This design comes from an exercise in tuning for small area and a short achievable clock period on the open sky130 flow, not from production work.
RTL that was checked went through simulation tests only; none was proved equivalent to the original.

==> v29 <==
Design mac_sequencer, start of the top module:
module mac_sequencer #(
    parameter int ADDR_W = 21,
    parameter int CNT_W  = 4,
    parameter int STRIDE = 8,
    parameter int DATA_W = 64
) (
    input  logic                      clk,
    input  logic                      rst_n,
    input  logic                      start,
    input  logic [ADDR_W-1:0]         start_addr,
    input  logic [CNT_W-1:0]          start_count,
    output logic                      busy,
    output logic [ADDR_W+CNT_W:0]     mir,
    output logic                      mem_req,
    output logic [ADDR_W-1:0]         mem_addr,
    input  logic                      mem_ack,
    input  logic [DATA_W-1:0]         mem_rdata,
    output logic [DATA_W-1:0]         acc_out,
    output logic                      done
);
export LEC_CHECK = 0
export ABC_AREA = 1
export CAP_MARGIN = 20
export CORE_MARGIN = 2
export CORE_UTILIZATION = 60
export SETUP_SLACK_MARGIN = 5
export SLEW_MARGIN = 20
export SYNTH_HIERARCHICAL = 1
export SYNTH_MINIMUM_KEEP_SIZE = 0
create_clock -name core_clock -period 10.0 [get_ports {clk}]
run.sh (not shown) runs the stock make flow with config.mk's settings and CLKGATE_MAP_FILE= SYNTH_SCRIPT=/design/flow/synth_recipe.tcl, a recipe that flattens the netlist after the stock synthesis.
==> inputs of v14, as changes to v29 <==
Settings changed: CORE_UTILIZATION 60 to 40, SETUP_SLACK_MARGIN 5 to not set.
==> parameters.txt <==
Parameter                              Value

Run status
  Result of the run  timing/DRC/antenna clean

Setup path
  Worst endpoint data arrival time    6.18 ns
  CP Depth    10
  Sequence of cells on the critical path    buf_2 > buf_4 > nor2_1 > a21oi_2 > o22ai_1 > xor2_1 > fa_1 > fa_1 > fa_1 > fa_1
  Largest fanout on the critical path    23

Cells and area
  Layout clock buffers    between 60 and 70
  Final standard cell utilization of the core    45.63%

Drt
  Via-per-instance ratio    5.854

Die
  Tap Count    1,050
Source of the figures above: v14

==> parameters.txt <==
Parameter                              Value

Setup path
  Largest fanout on the critical path    31
  CP Depth    11
  Worst endpoint data arrival time    about 5.5 ns
  Sequence of cells on the critical path    clkdlybuf4s15_1 > nand2_1 > nor2_1 > a21oi_2 > buf_12 > o22ai_1 > xor2_1 > fa_1 > fa_1 > fa_1 > fa_1

Cells and area
  Final standard cell utilization of the core    69.72%
  Layout clock buffers    slightly below 60

Run status
  Result of the run  timing/DRC/antenna clean
Source of the figures above: v29


==> build 16 <==
mac_sequencer, a different RTL version from the one above (not shown whole).
// mac_sequencer
module mac_sequencer #(
    parameter int ADDR_W = 21,
    parameter int CNT_W  = 4,
    parameter int STRIDE = 8,
    parameter int DATA_W = 64
) (
    input  logic                      clk,
    input  logic                      rst_n,
    input  logic                      start,
    input  logic [ADDR_W-1:0]         start_addr,
    input  logic [CNT_W-1:0]          start_count,
    output logic                      busy,
    output logic [ADDR_W+CNT_W:0]     mir,
    output logic                      mem_req,
    output logic [ADDR_W-1:0]         mem_addr,
    input  logic                      mem_ack,
    input  logic [DATA_W-1:0]         mem_rdata,
    output logic [DATA_W-1:0]         acc_out,
    output logic                      done
);
    logic                 busy_q, req_q, mac_q, done_q;
    logic                 valid_q;
    logic [ADDR_W-1:0]    addr_q;
    logic [CNT_W-1:0]     count_q;
    logic [63:0]          acc_q;
    logic                 last;
    assign last = (count_q == CNT_W'(1));
    always_ff @(posedge clk or negedge rst_n) begin
        if (!rst_n) begin
            busy_q  <= 1'b0;
            req_q   <= 1'b0;
            mac_q   <= 1'b0;
            done_q  <= 1'b0;
            valid_q <= 1'b0;
            addr_q  <= '0;
            count_q <= '0;
        end else begin
            if (!busy_q) begin
                if (start) begin
                    busy_q <= 1'b1;
                    if (start_count != '0) begin
                        req_q   <= 1'b1;
                        valid_q <= 1'b1;
                        addr_q  <= start_addr;
                        count_q <= start_count;
                    end else begin
                        done_q <= 1'b1;
  ...
==> flow/config.mk <==
export PLATFORM = sky130hd
export DESIGN_NAME = mac_sequencer
export DESIGN_NICKNAME = mac_sequencer
export VERILOG_FILES = /design/flow/design.v
export SDC_FILE = /design/flow/constraint.sdc
export NUM_CORES = 4
export LEC_CHECK = 0
export ABC_AREA = 1
export CAP_MARGIN = 10
export CORE_MARGIN = 2
export CORE_UTILIZATION = 40
export CTS_CLUSTER_DIAMETER = 100
export CTS_CLUSTER_SIZE = 30
export SLEW_MARGIN = 10
export SYNTH_HIERARCHICAL = 1
export SYNTH_MINIMUM_KEEP_SIZE = 0
==> flow/constraint.sdc <==
create_clock -name core_clock -period 10.0 [get_ports {clk}]
set_input_delay 2.0000 -clock core_clock [delete_from_list [all_inputs] [get_ports {clk}]]
set_output_delay 2.0000 -clock core_clock [all_outputs]
set_load 0.01 [all_outputs]
standard.sh (not shown) runs the stock make flow with config.mk's settings and CLKGATE_MAP_FILE= SYNTH_SCRIPT=/design/flow/synth_recipe.tcl, a recipe that flattens the netlist after the stock synthesis.
==> flow/flow/run.sh <==
#!/bin/bash
# The standard ORFS layout (standard.sh), with the smallest buffer on the ports
# (buffer_ports -buffer_cell), and repair_timing aiming for a few tenths of a ns more
# setup slack than the standard flow's setting allows, to cover the routed parasitics.
set -uo pipefail
bash standard.sh SETUP_SLACK_MARGIN=5.3 'BUFFER_PORTS_ARGS=-buffer_cell sky130_fd_sc_hd__buf_1' finish > make_finish.log 2>&1
==> inputs of trial 54, as changes to build 16 <==
--- a/flow/design.v
+++ b/flow/design.v
@@ -75,20 +75,27 @@
     logic [15:0] neg, one, two;
     logic [32:0] pp [16];
     logic [63:0] acc_sum;
     logic [206:0] ps_q;
     assign a_m = mem_rdata[63:32];
     assign bx  = {mem_rdata[31:0], 1'b0};
+    logic [1:0] onex [16];
+    logic [1:0] twox [16];
+    for (genvar j = 0; j < 16; j++) begin : g_enc
+        for (genvar k = 0; k < 2; k++) begin : g_copy
+            mac_benc u_enc (.b2(bx[2*j+2]), .b1(bx[2*j+1]), .b0(bx[2*j]), .one(onex[j][k]), .two(twox[j][k]));
+        end
+    end
     always_comb begin
         for (int j = 0; j < 16; j++) begin
             neg[j] = bx[2*j+2];
-            one[j] = bx[2*j+1] ^ bx[2*j];
-            two[j] = (bx[2*j+2] & ~bx[2*j+1] & ~bx[2*j]) | (~bx[2*j+2] & bx[2*j+1] & bx[2*j]);
-            pp[j][0] = (one[j] & a_m[0]) ^ neg[j];
+            one[j] = onex[j][0];
+            two[j] = twox[j][0];
+            pp[j][0] = (onex[j][0] & a_m[0]) ^ neg[j];
             for (int i = 1; i < 33; i++)
-                pp[j][i] = ((one[j] & a_m[i < 32 ? i : 31]) | (two[j] & a_m[i-1])) ^ neg[j];
+                pp[j][i] = ((onex[j][i / 17] & a_m[i < 32 ? i : 31]) | (twox[j][i / 17] & a_m[i-1])) ^ neg[j];
         end
     end
     logic s1;
     logic k2;
     logic s3;
     logic k4;
@@ -2623,6 +2630,16 @@
     output logic s,
     output logic co
 );
     assign s  = a ^ b;
     assign co = a & b;
 endmodule
+module mac_benc (
+    input  logic b2,
+    input  logic b1,
+    input  logic b0,
+    output logic one,
+    output logic two
+);
+    assign one = b1 ^ b0;
+    assign two = (b2 & ~b1 & ~b0) | (~b2 & b1 & b0);
+endmodule
==> flow/flow/run.sh (replaced) <==
#!/bin/bash
# The standard ORFS layout (standard.sh), with the smallest buffer on the ports
# (buffer_ports -buffer_cell), and repair_timing aiming for a few tenths of a ns more
# setup slack than the standard flow's setting allows, to cover the routed parasitics.
set -uo pipefail
bash standard.sh SETUP_SLACK_MARGIN=5.45 'BUFFER_PORTS_ARGS=-buffer_cell sky130_fd_sc_hd__buf_1' finish > make_finish.log 2>&1
==> flow/config.mk (replaced) <==
export PLATFORM = sky130hd
export DESIGN_NAME = mac_sequencer
export DESIGN_NICKNAME = mac_sequencer
export VERILOG_FILES = /design/flow/design.v
export SDC_FILE = /design/flow/constraint.sdc
export NUM_CORES = 4
export LEC_CHECK = 0
export ABC_AREA = 1
export CAP_MARGIN = 20
export CORE_MARGIN = 2
export CORE_UTILIZATION = 40
export CTS_CLUSTER_DIAMETER = 100
export CTS_CLUSTER_SIZE = 30
export SLEW_MARGIN = 20
export SYNTH_HIERARCHICAL = 1
export SYNTH_MINIMUM_KEEP_SIZE = 0
==> comparison table <==
| item | build 16 | trial 54 |
|---|---|---|
| Area share of the leading cell type in the synthesized netlist | 32.95% | 32.14% |
| Die span in y | 282.9 µm | 286.4 µm |
| Minimum setup slack in the final design | 5311 ps | 5449 ps |
| Global-route wire length before repair | 154300 µm | 152000 µm |
| Placement Cell Area | 32570 µm² | 33280 µm² |
| Tightest Pin Transition | 1147 ps | 978.0 ps |
| Final critical delay including setup and external delays | 4689 ps | 4551 ps |
| Layout clock area frac | 2.362% | 1.967% |
| Cell area after layout | 34370 µm² | 35810 µm² |
| Arithmetic-cell share of the synthesized area counting full adders, half adders and majority gates | 37.97% | 37.04% |
| Total number of vias | 24480 | 24900 |
| Met3 routing resource usage after global routing | 6.792% | 4.428% |
| Critical Path Fanout Max | 39 | 22 |
| Result of the run | timing/DRC/antenna clean | timing/DRC/antenna clean |
| Quantity of gates resized following cts | 92 | 101 |
| End of the worst register-to-register path | acc_q[62]$_DFFE_PN0P_ | acc_q[46]$_DFFE_PN0P_ |
| CTS buffer count | 21 | 19 |
| Count of mapped cells out of synthesis | 3072 | 3222 |
| Net count of the finished layout | 3814 | 4051 |
| CP Launch Point | mem_rdata[7] | mem_rdata[3] |
| Total GRT Usage | 25.47% | 23.98% |
No functional check of the RTL was part of trial 54.

==> inputs of run C <==
RTL: one of the versions met above, not the one the previous note started from.
clock: 10.0 ns
lec_check: 0
abc_area: 1
cap_margin: 20
core_margin: 2
core_utilization: 40
cts_cluster_diameter: 100
cts_cluster_size: 30
slew_margin: 20
synth_hierarchical: 1
synth_minimum_keep_size: 0
==> flow/flow/run.sh <==
#!/bin/bash
# The standard ORFS layout (standard.sh), with the smallest buffer on the ports
# (buffer_ports -buffer_cell), and repair_timing aiming for a few tenths of a ns more
# setup slack than the standard flow's setting allows, to cover the routed parasitics.
set -uo pipefail
bash standard.sh SETUP_SLACK_MARGIN=5.3 'BUFFER_PORTS_ARGS=-buffer_cell sky130_fd_sc_hd__buf_1' finish > make_finish.log 2>&1
==> inputs of run Z, as changes to run C <==
--- a/flow/design.v
+++ b/flow/design.v
@@ -74,29 +74,22 @@
     logic [32:0] bx;
     logic [15:0] neg, one, two;
     logic [32:0] pp [16];
     logic [63:0] acc_sum;
     logic [206:0] ps_q;
     assign a_m = mem_rdata[63:32];
     assign bx  = {mem_rdata[31:0], 1'b0};
-    logic [1:0] onex [16];
-    logic [1:0] twox [16];
-    for (genvar j = 0; j < 16; j++) begin : g_enc
-        for (genvar k = 0; k < 2; k++) begin : g_copy
-            mac_benc u_enc (.b2(bx[2*j+2]), .b1(bx[2*j+1]), .b0(bx[2*j]), .one(onex[j][k]), .two(twox[j][k]));
-        end
-    end
     always_comb begin
         for (int j = 0; j < 16; j++) begin
             neg[j] = bx[2*j+2];
-            one[j] = onex[j][0];
-            two[j] = twox[j][0];
-            pp[j][0] = (onex[j][0] & a_m[0]) ^ neg[j];
+            one[j] = bx[2*j+1] ^ bx[2*j];
+            two[j] = (bx[2*j+2] & ~bx[2*j+1] & ~bx[2*j]) | (~bx[2*j+2] & bx[2*j+1] & bx[2*j]);
+            pp[j][0] = (one[j] & a_m[0]) ^ neg[j];
             for (int i = 1; i < 33; i++)
-                pp[j][i] = ((onex[j][i / 17] & a_m[i < 32 ? i : 31]) | (twox[j][i / 17] & a_m[i-1])) ^ neg[j];
+                pp[j][i] = ((one[j] & a_m[i < 32 ? i : 31]) | (two[j] & a_m[i-1])) ^ neg[j];
         end
     end
     logic s1;
     logic k2;
     logic s3;
     logic k4;
     logic s5;
@@ -2629,17 +2622,7 @@
     input  logic b,
     output logic s,
     output logic co
 );
     assign s  = a ^ b;
     assign co = a & b;
 endmodule
-module mac_benc (
-    input  logic b2,
-    input  logic b1,
-    input  logic b0,
-    output logic one,
-    output logic two
-);
-    assign one = b1 ^ b0;
-    assign two = (b2 & ~b1 & ~b0) | (~b2 & b1 & b0);
-endmodule
==> flow/flow/run.sh (replaced) <==
#!/bin/bash
# The standard ORFS layout (standard.sh), with the smallest buffer on the ports
# (buffer_ports -buffer_cell), and repair_timing aiming for a few tenths of a ns more
# setup slack than the standard flow's setting allows, to cover the routed parasitics.
set -uo pipefail
bash standard.sh SETUP_SLACK_MARGIN=5.45 'BUFFER_PORTS_ARGS=-buffer_cell sky130_fd_sc_hd__buf_1' finish > make_finish.log 2>&1
--- a/flow/config.mk
+++ b/flow/config.mk
@@ -10,7 +10,8 @@
 export CORE_MARGIN = 2
 export CORE_UTILIZATION = 40
 export CTS_CLUSTER_DIAMETER = 100
 export CTS_CLUSTER_SIZE = 30
 export SLEW_MARGIN = 20
 export SYNTH_HIERARCHICAL = 1
 export SYNTH_MINIMUM_KEEP_SIZE = 0
+export TNS_END_PERCENT = 0
==> results.txt <==
item	run C	run Z
Effective utilization at floorplan	40.4%	40.3%
Fraction of the mapped netlist area in compound gates	12.8%	13.9%
Final Wtd Congestion	0.925	0.900
Detailed-route via count	24388	24685
Vias per Instance	5.65	5.92
Synth Instances	3222	3072
Unrepaired setup endpoints after global routing	false	true
Adder-cell area share of the yosys netlist	37.0%	38.0%
Area inside the core boundary	79000 µm²	77200 µm²
Met2 WL	45.2 mm	48.1 mm
Wirelength per Cell	22.6 µm	25.1 µm
Terminus of the critical flop-to-flop path	acc_q[61]	acc_q[62]
Worst clock skew on the final layout	0.0285 ns	0.0273 ns
Run status	finished clean	finished clean
The RTL of run C was laid out without a check of its function.

port drivers added, routing unchanged:
How much do the figures lean on ideal ports? The routed layouts below were timed once more, with nothing changed but the port constraints. Step 1, drivers: a clkbuf_16 drives clk and a buf_2 each remaining input, both assumed. Step 2 adds t to the input delays and takes it off the output delays; t is the mean of the earliest and latest rising clock arrival at the registers after step 1. Input paths then give back, and output paths get back, about the clock's delay inside the block. a / b / c = ideal ports / drivers / drivers and shift; a / b = the first two.
run	shift t [ns]	setup WS [ns]	clock arrival spread, ns	worst register clock-pin slew, ns	worst slew at a driven data input, ns
v29	0.653	4.968 / 4.999 / 4.346	0.033 / 0.032	0.07 / 0.07	0.09
v14	0.649	4.290 / 4.310 / 3.661	0.024 / 0.024	0.06 / 0.06	0.14
build 16	0.645	5.311 / 5.343 / 4.698	0.042 / 0.042	0.11 / 0.11	0.13
trial 54	0.639	5.449 / 5.456 / 4.817	0.037 / 0.037	0.11 / 0.11	0.09
run C	0.639	5.340 / 5.368 / 4.729	0.034 / 0.034	0.11 / 0.11	0.10
run Z	0.628	5.407 / 5.449 / 4.821	0.029 / 0.030	0.12 / 0.12	0.15
After both steps setup and hold are still met in every run listed. For trial 54, which loses most, drivers alone change the setup slack by +0.007 ns; drivers and shift together by -0.632 ns.
